This design comes from an exercise in tuning for small area and few clock cycles per item on the open sky130 flow, not from production work. Where RTL was checked, it was by simulation tests only, not by an equivalence proof against the original. Power figures rest on the tool's default switching activity, not on a simulated workload.

==> flow/design.v <==
package fft_bram_pkg;
    typedef enum logic [1:0] {
        IDLE      = 2'd0,
        WRITE     = 2'd1,
        WAIT_BANK = 2'd2
    } state_t;
    localparam int DEF_NUM_CH      = 8;
    localparam int DEF_SAMPLE_W    = 24;
    localparam int DEF_OUT_W       = 32;
    localparam int DEF_FRAME_BEATS = 64;
    function automatic int clog2(input int v);
        int r;
        r = 1;
        for (int i = 1; i < 31; i++) begin
            if ((32'sd1 << i) < v) r = i + 1;
        end
        clog2 = r;
    endfunction
    function automatic logic [63:0] sign_ext(input logic [63:0] sample, input int sw, input int ow);
        logic [63:0] shl;
        logic [63:0] ext;
        shl = sample << (64 - sw);
        ext = $signed(shl) >>> (64 - sw);
        sign_ext = ext & ((64'd1 << ow) - 64'd1);
    endfunction
endpackage
module fft_beat_skid #(
    parameter int NUM_CH  = 8,
    parameter int SLICE_W = 48
) (
    input  logic                      clk,
    input  logic [NUM_CH*SLICE_W-1:0] din,
    input  logic                      push,
    output logic [SLICE_W-1:0]        head
);
    logic [SLICE_W-1:0] sh [NUM_CH];
    always_ff @(posedge clk) begin
        sh[NUM_CH-1] <= ~(din[(NUM_CH-1)*SLICE_W +: SLICE_W] & {SLICE_W{push}});
        for (int k = 0; k < NUM_CH - 1; k++) begin
            if ((NUM_CH - 1 - k) % 2 == 0)
                sh[k] <= ~((din[k*SLICE_W +: SLICE_W] & {SLICE_W{push}}) | sh[k+1]);
            else
                sh[k] <= ~((din[k*SLICE_W +: SLICE_W] | {SLICE_W{!push}}) & sh[k+1]);
        end
    end
    assign head = sh[0];
endmodule
module fft_bram_pingpong_ctrl #(
    parameter int NUM_CH      = fft_bram_pkg::DEF_NUM_CH,
    parameter int SAMPLE_W    = fft_bram_pkg::DEF_SAMPLE_W,
    parameter int OUT_W       = fft_bram_pkg::DEF_OUT_W,
    parameter int FRAME_BEATS = fft_bram_pkg::DEF_FRAME_BEATS
) (
    input  logic                         clk,
    input  logic                         rst,
    input  logic [NUM_CH*2*SAMPLE_W-1:0] s_axis_tdata,
    input  logic                         s_axis_tvalid,
    input  logic                         s_axis_tlast,
    output logic                         s_axis_tready,
    input  logic                         bank_release,
    output logic [31:0]                  bram_addr,
    output logic [OUT_W-1:0]             bram_din_re,
    output logic [OUT_W-1:0]             bram_din_im,
    output logic [3:0]                   bram_we,
    output logic                         bram_en,
    output logic                         bram_rst,
    output logic                         bank_sel,
    output logic                         frame_done,
    output logic                         err_tlast
);
    localparam int SLICE_W = 2 * SAMPLE_W;
    localparam int WORDS   = FRAME_BEATS * NUM_CH;
    localparam int SLC_W   = fft_bram_pkg::clog2(NUM_CH);
    localparam int WIDX_W  = fft_bram_pkg::clog2(WORDS);
    localparam int BIDX_W  = WIDX_W - SLC_W;
    logic [WIDX_W:0]     wcnt;
    logic                writing;
    logic [1:0]          owed;        
    logic                last_slice, last_word, new_frame, rel, bank_ok, accept, beat_last;
    logic [BIDX_W-1:0]   bidx;
    logic [SLICE_W-1:0]  cur, head;
    logic                flushing;    
    fft_beat_skid #(.NUM_CH(NUM_CH), .SLICE_W(SLICE_W)) u_skid (
        .clk  (clk),
        .din  (s_axis_tdata),
        .push (accept),
        .head (head)
    );
    assign bidx       = wcnt[WIDX_W-1:SLC_W];
    assign last_slice = writing && (wcnt[SLC_W-1:0] == SLC_W'(NUM_CH - 1));
    assign last_word  = last_slice && (bidx == BIDX_W'(FRAME_BEATS - 1));
    assign new_frame  = writing ? (bidx == BIDX_W'(FRAME_BEATS - 1)) : (bidx == '0);
    assign rel        = bank_release && (owed != 2'd0);
    assign bank_ok    = !new_frame ||
                        (last_word ? (owed == 2'd0 || (owed == 2'd1 && rel))
                                   : (owed != 2'd2 || rel));
    assign s_axis_tready = !rst && !flushing && (!writing || last_slice) && bank_ok;
    assign accept     = s_axis_tvalid && s_axis_tready;
    assign beat_last  = writing ? (bidx == BIDX_W'(FRAME_BEATS - 2)) : (bidx == BIDX_W'(FRAME_BEATS - 1));
    always_ff @(posedge clk or posedge rst) begin
        if (rst) begin
            wcnt       <= -(WIDX_W+1)'(NUM_CH - 1);
            flushing   <= 1'b1;
            writing    <= 1'b0;
            owed       <= 2'd0;
            frame_done <= 1'b0;
            err_tlast  <= 1'b0;
        end else begin
            if (writing || flushing) wcnt <= wcnt + 1'b1;
            if (wcnt[SLC_W-1:0] == SLC_W'(NUM_CH - 1)) flushing <= 1'b0;
            writing    <= accept || (writing && !last_slice);
            owed       <= owed + {1'b0, last_word} - {1'b0, rel};
            frame_done <= last_word;
            err_tlast  <= accept && (s_axis_tlast != beat_last);
        end
    end
    assign bram_en     = writing;
    assign bram_we     = {4{writing}};
    assign bram_addr   = 32'({wcnt, 2'b00});
    assign bank_sel    = wcnt[WIDX_W];
    assign cur         = wcnt[0] ? head : ~head;
    assign bram_din_re = OUT_W'($signed(cur[SAMPLE_W-1:0]));
    assign bram_din_im = OUT_W'($signed(cur[SLICE_W-1:SAMPLE_W]));
    assign bram_rst    = rst;
endmodule
==> flow/config.mk <==
export PLATFORM = sky130hd
export DESIGN_NAME = fft_bram_pingpong_ctrl
export DESIGN_NICKNAME = fft_bram_pingpong_ctrl
export VERILOG_FILES = /design/flow/design.v
export SDC_FILE = /design/flow/constraint.sdc
export NUM_CORES = 4
export LEC_CHECK = 0
export CAP_MARGIN = 20
export CORE_MARGIN = 2
export CORE_UTILIZATION = 40
export SLEW_MARGIN = 20
==> flow/constraint.sdc <==
create_clock -name core_clock -period 5.0 [get_ports {clk}]
set_input_delay 1.0000 -clock core_clock [delete_from_list [all_inputs] [get_ports {clk}]]
set_output_delay 1.0000 -clock core_clock [all_outputs]
set_load 0.01 [all_outputs]
standard.sh (not shown) runs the stock make flow with config.mk's settings and CLKGATE_MAP_FILE= SYNTH_SCRIPT=/design/flow/synth_recipe.tcl, a recipe that flattens the netlist after the stock synthesis.
==> flow/flow/run.sh <==
#!/bin/bash
# Standard layout with three changes: every logic cell from synthesis is swapped for the
# smallest cell of its function before placement (repair sizes up what timing needs),
# every input and output port gets the smallest buffer, and clock tree synthesis uses
# clkbuf_8 leaves over larger sink clusters, without dummy loads.
set -euo pipefail
RES=orfs/results/$FLOW_PLATFORM/fft_bram_pingpong_ctrl/base
CTS_SIZE=${CTS_SIZE:-15}
bash standard.sh floorplan > standard_floorplan.log 2>&1
IN_ODB=$RES/2_floorplan.odb IN_SDC=$RES/2_floorplan.sdc \
  LIB_FILES=$FLOW_HOME/platforms/$FLOW_PLATFORM/lib/sky130_fd_sc_hd__tt_025C_1v80.lib \
  PLATFORM_DIR=$FLOW_HOME/platforms/$FLOW_PLATFORM \
  openroad -no_init -exit flow/downsize.tcl > downsize.log 2>&1
bash standard.sh "BUFFER_PORTS_ARGS=-buffer_cell sky130_fd_sc_hd__buf_1" \
  "CTS_ARGS=-sink_clustering_enable -repair_clock_nets -buf_list sky130_fd_sc_hd__clkbuf_8 -sink_clustering_size $CTS_SIZE -sink_clustering_max_diameter 60 -dont_use_dummy_load" \
  finish > standard.log 2>&1
==> flow/flow/downsize.tcl <==
# Swap every logic cell of the synthesized netlist for the smallest cell of the same
# function (same name but drive strength); placement and CTS repair fix any timing.
foreach lib $::env(LIB_FILES) { read_liberty $lib }
read_db $::env(IN_ODB)
read_sdc $::env(IN_SDC)
source $::env(PLATFORM_DIR)/setRC.tcl
set n 0
foreach inst [get_cells *] {
  set m [get_property $inst ref_name]
  if {![regexp {^(sky130_fd_sc_hd__[a-z0-9]+)_([0-9]+)$} $m -> base drv]} { continue }
  if {[regexp {tapvpwrvgnd|conb|fill|decap|diode} $base]} { continue }
  set best ""
  set best_area 1e9
  foreach lc [get_lib_cells ${base}_*] {
    set ln [get_name $lc]
    if {![regexp "^${base}_(\[0-9\]+)\$" $ln -> d]} { continue }
    set a [get_property $lc area]
    if {$a < $best_area} { set best $ln; set best_area $a }
  }
  if {$best ne "" && $best ne $m} {
    replace_cell $inst $best
    incr n
  }
}
puts "downsize: swapped $n cells"
write_db $::env(IN_ODB)
The first run finished with timing, DRC and antenna clean.
Then changed:
--- a/flow/design.v
+++ b/flow/design.v
@@ -71,10 +71,11 @@
     localparam int SLICE_W = 2 * SAMPLE_W;
     localparam int WORDS   = FRAME_BEATS * NUM_CH;
     localparam int SLC_W   = fft_bram_pkg::clog2(NUM_CH);
     localparam int WIDX_W  = fft_bram_pkg::clog2(WORDS);
     localparam int BIDX_W  = WIDX_W - SLC_W;
+    localparam int WCNT_INIT = (1 << (WIDX_W + 1)) - (NUM_CH - 1);
     logic [WIDX_W:0]     wcnt;
     logic                writing;
     logic [1:0]          owed;        
     logic                last_slice, last_word, new_frame, rel, bank_ok, accept, beat_last;
     logic [BIDX_W-1:0]   bidx;
@@ -84,10 +85,11 @@
         .clk  (clk),
         .din  (s_axis_tdata),
         .push (accept),
         .head (head)
     );
+    assign flushing   = (owed == 2'd3);
     assign bidx       = wcnt[WIDX_W-1:SLC_W];
     assign last_slice = writing && (wcnt[SLC_W-1:0] == SLC_W'(NUM_CH - 1));
     assign last_word  = last_slice && (bidx == BIDX_W'(FRAME_BEATS - 1));
     assign new_frame  = writing ? (bidx == BIDX_W'(FRAME_BEATS - 1)) : (bidx == '0);
     assign rel        = bank_release && (owed != 2'd0);
@@ -97,21 +99,20 @@
     assign s_axis_tready = !rst && !flushing && (!writing || last_slice) && bank_ok;
     assign accept     = s_axis_tvalid && s_axis_tready;
     assign beat_last  = writing ? (bidx == BIDX_W'(FRAME_BEATS - 2)) : (bidx == BIDX_W'(FRAME_BEATS - 1));
     always_ff @(posedge clk or posedge rst) begin
         if (rst) begin
-            wcnt       <= -(WIDX_W+1)'(NUM_CH - 1);
-            flushing   <= 1'b1;
+            wcnt       <= (WIDX_W+1)'(WCNT_INIT);
             writing    <= 1'b0;
-            owed       <= 2'd0;
+            owed       <= 2'd3;
             frame_done <= 1'b0;
             err_tlast  <= 1'b0;
         end else begin
             if (writing || flushing) wcnt <= wcnt + 1'b1;
-            if (wcnt[SLC_W-1:0] == SLC_W'(NUM_CH - 1)) flushing <= 1'b0;
             writing    <= accept || (writing && !last_slice);
-            owed       <= owed + {1'b0, last_word} - {1'b0, rel};
+            if (flushing) owed <= (wcnt[SLC_W-1:0] == SLC_W'(NUM_CH - 1)) ? 2'd0 : 2'd3;
+            else          owed <= owed + {1'b0, last_word} - {1'b0, rel};
             frame_done <= last_word;
             err_tlast  <= accept && (s_axis_tlast != beat_last);
         end
     end
     assign bram_en     = writing;
=>
- The new run completed with no timing, DRC or antenna violations
- final area came out higher slightly
- wire length is higher by a few percent
- non-clock buffer count goes up by 4
- via count climbs by a few percent
- register-to-register slack gets worse by 0.29 ns
- worst hold slack is worse by 0.013 ns
- die area climbs slightly
- clock skew went up by 0.021 ns
Testbench counts after the change, summed over its fixed seeds: cycles 34,029, beats 4,096.
The RTL of the first run of this note was laid out without a check of its function.

* * *

v6:
// fft_bram_pingpong_ctrl: RTL as listed in full above, without the edits since
Settings: LEC_CHECK=0, CAP_MARGIN=20, CORE_MARGIN=2, CORE_UTILIZATION=40, SLEW_MARGIN=20; clock period 5.0 ns.
==> flow/flow/run.sh <==
#!/bin/bash
# Standard layout with three changes: every logic cell from synthesis is swapped for the
# smallest cell of its function before placement (repair sizes up what timing needs),
# every input and output port gets the smallest buffer, and clock tree synthesis uses
# clkbuf_8 leaves over larger sink clusters, without dummy loads.
set -euo pipefail
RES=orfs/results/$FLOW_PLATFORM/fft_bram_pingpong_ctrl/base
CTS_SIZE=${CTS_SIZE:-20}
bash standard.sh floorplan > standard_floorplan.log 2>&1
IN_ODB=$RES/2_floorplan.odb IN_SDC=$RES/2_floorplan.sdc \
  LIB_FILES=$FLOW_HOME/platforms/$FLOW_PLATFORM/lib/sky130_fd_sc_hd__tt_025C_1v80.lib \
  PLATFORM_DIR=$FLOW_HOME/platforms/$FLOW_PLATFORM \
  openroad -no_init -exit flow/downsize.tcl > downsize.log 2>&1
bash standard.sh "BUFFER_PORTS_ARGS=-buffer_cell sky130_fd_sc_hd__buf_1" \
  "CTS_ARGS=-sink_clustering_enable -repair_clock_nets -buf_list sky130_fd_sc_hd__clkbuf_8 -sink_clustering_size $CTS_SIZE -sink_clustering_max_diameter 60 -dont_use_dummy_load" \
  finish > standard.log 2>&1
Scripts as last shown in full above: flow/flow/downsize.tcl
v6 did not stop at any stage, and its layout met the timing, design-rule and antenna checks.
The following lists how v7 was set up differently from v6:
--- a/flow/design.v
+++ b/flow/design.v
@@ -74,4 +74,5 @@
     localparam int WIDX_W  = fft_bram_pkg::clog2(WORDS);
     localparam int BIDX_W  = WIDX_W - SLC_W;
+    localparam int WCNT_INIT = (1 << (WIDX_W + 1)) - (NUM_CH - 1);
     logic [WIDX_W:0]     wcnt;
     logic                writing;
@@ -87,4 +88,5 @@
         .head (head)
     );
+    assign flushing   = (owed == 2'd3);
     assign bidx       = wcnt[WIDX_W-1:SLC_W];
     assign last_slice = writing && (wcnt[SLC_W-1:0] == SLC_W'(NUM_CH - 1));
@@ -95,20 +97,19 @@
                         (last_word ? (owed == 2'd0 || (owed == 2'd1 && rel))
                                    : (owed != 2'd2 || rel));
-    assign s_axis_tready = !rst && !flushing && (!writing || last_slice) && bank_ok;
+    assign s_axis_tready = !flushing && (!writing || last_slice) && bank_ok;
     assign accept     = s_axis_tvalid && s_axis_tready;
     assign beat_last  = writing ? (bidx == BIDX_W'(FRAME_BEATS - 2)) : (bidx == BIDX_W'(FRAME_BEATS - 1));
     always_ff @(posedge clk or posedge rst) begin
         if (rst) begin
-            wcnt       <= -(WIDX_W+1)'(NUM_CH - 1);
-            flushing   <= 1'b1;
+            wcnt       <= (WIDX_W+1)'(WCNT_INIT);
             writing    <= 1'b0;
-            owed       <= 2'd0;
+            owed       <= 2'd3;
             frame_done <= 1'b0;
             err_tlast  <= 1'b0;
         end else begin
             if (writing || flushing) wcnt <= wcnt + 1'b1;
-            if (wcnt[SLC_W-1:0] == SLC_W'(NUM_CH - 1)) flushing <= 1'b0;
             writing    <= accept || (writing && !last_slice);
-            owed       <= owed + {1'b0, last_word} - {1'b0, rel};
+            if (flushing) owed <= (wcnt[SLC_W-1:0] == SLC_W'(NUM_CH - 1)) ? 2'd0 : 2'd3;
+            else          owed <= owed + {1'b0, last_word} - {1'b0, rel};
             frame_done <= last_word;
             err_tlast  <= accept && (s_axis_tlast != beat_last);
Results
Die footprint went up by a few percent going from v6 to v7.
v7 vs. v6: met2 capacity usage during global routing went up by 4.6 points.
Startpoint of the most critical setup path = writing: v7; startpoint of the most critical setup path = wcnt[0]: v6
Compared with v6, v7 shows combinational power that has gone up by more than a quarter.
As of v7, fmax had fallen by a little under 10% compared to v6.
Per the comparison of v7 with v6, global-route met3 utilization increased 0.42 points; count of non-CTS buffers in the layout grew by 11.
Of v7 and v6, the lower routed via count divided by cell count belongs to v6.
Number of non-clock inverters in the layout down 1 in v7 wrt v6
Per the final summary, v7 finished and its layout is clean on timing, DRC and antenna.
v7 against v6: utilization after layout went up 1.4 points; setup slack went down 0.40 ns; number of standard-cell rows in the floorplan went up 1.
No run of this note included a check of the RTL's function; only the layout flow was run.

-- what the ideal ports hide --
How much do the figures lean on ideal ports? The routed layouts below were timed once more, with nothing changed but the port constraints. Step 1: set_driving_cell puts a clkbuf_16 on clk and a buf_2 on each other input, an assumption about the parent block. Step 2 adds t to the input delays and takes it off the output delays; t is the mean of the earliest and latest rising clock arrival at the registers after step 1. Input paths then give back, and output paths get back, about the clock's delay inside the block. Slacks: ideal ports / drivers / drivers and shift; pairs: ideal ports / drivers.
run	t (ns)	setup WS [ns]	hold slack, ns	worst setup path at the end	worst slew at a driven data input, ns
the first run of note 1	0.543	1.355 / 1.312 / 1.856	0.343 / 0.343 / 0.343	register to output	0.08
the second run of note 1	0.545	1.488 / 1.443 / 1.728	0.330 / 0.330 / 0.330	input to register	0.07
v6	0.607	1.285 / 1.243 / 1.849	0.346 / 0.346 / 0.346	register to output	0.08
v7	0.623	0.889 / 0.845 / 0.978	0.363 / 0.363 / 0.363	input to output	0.09
After both steps setup and hold are still met in every run listed.
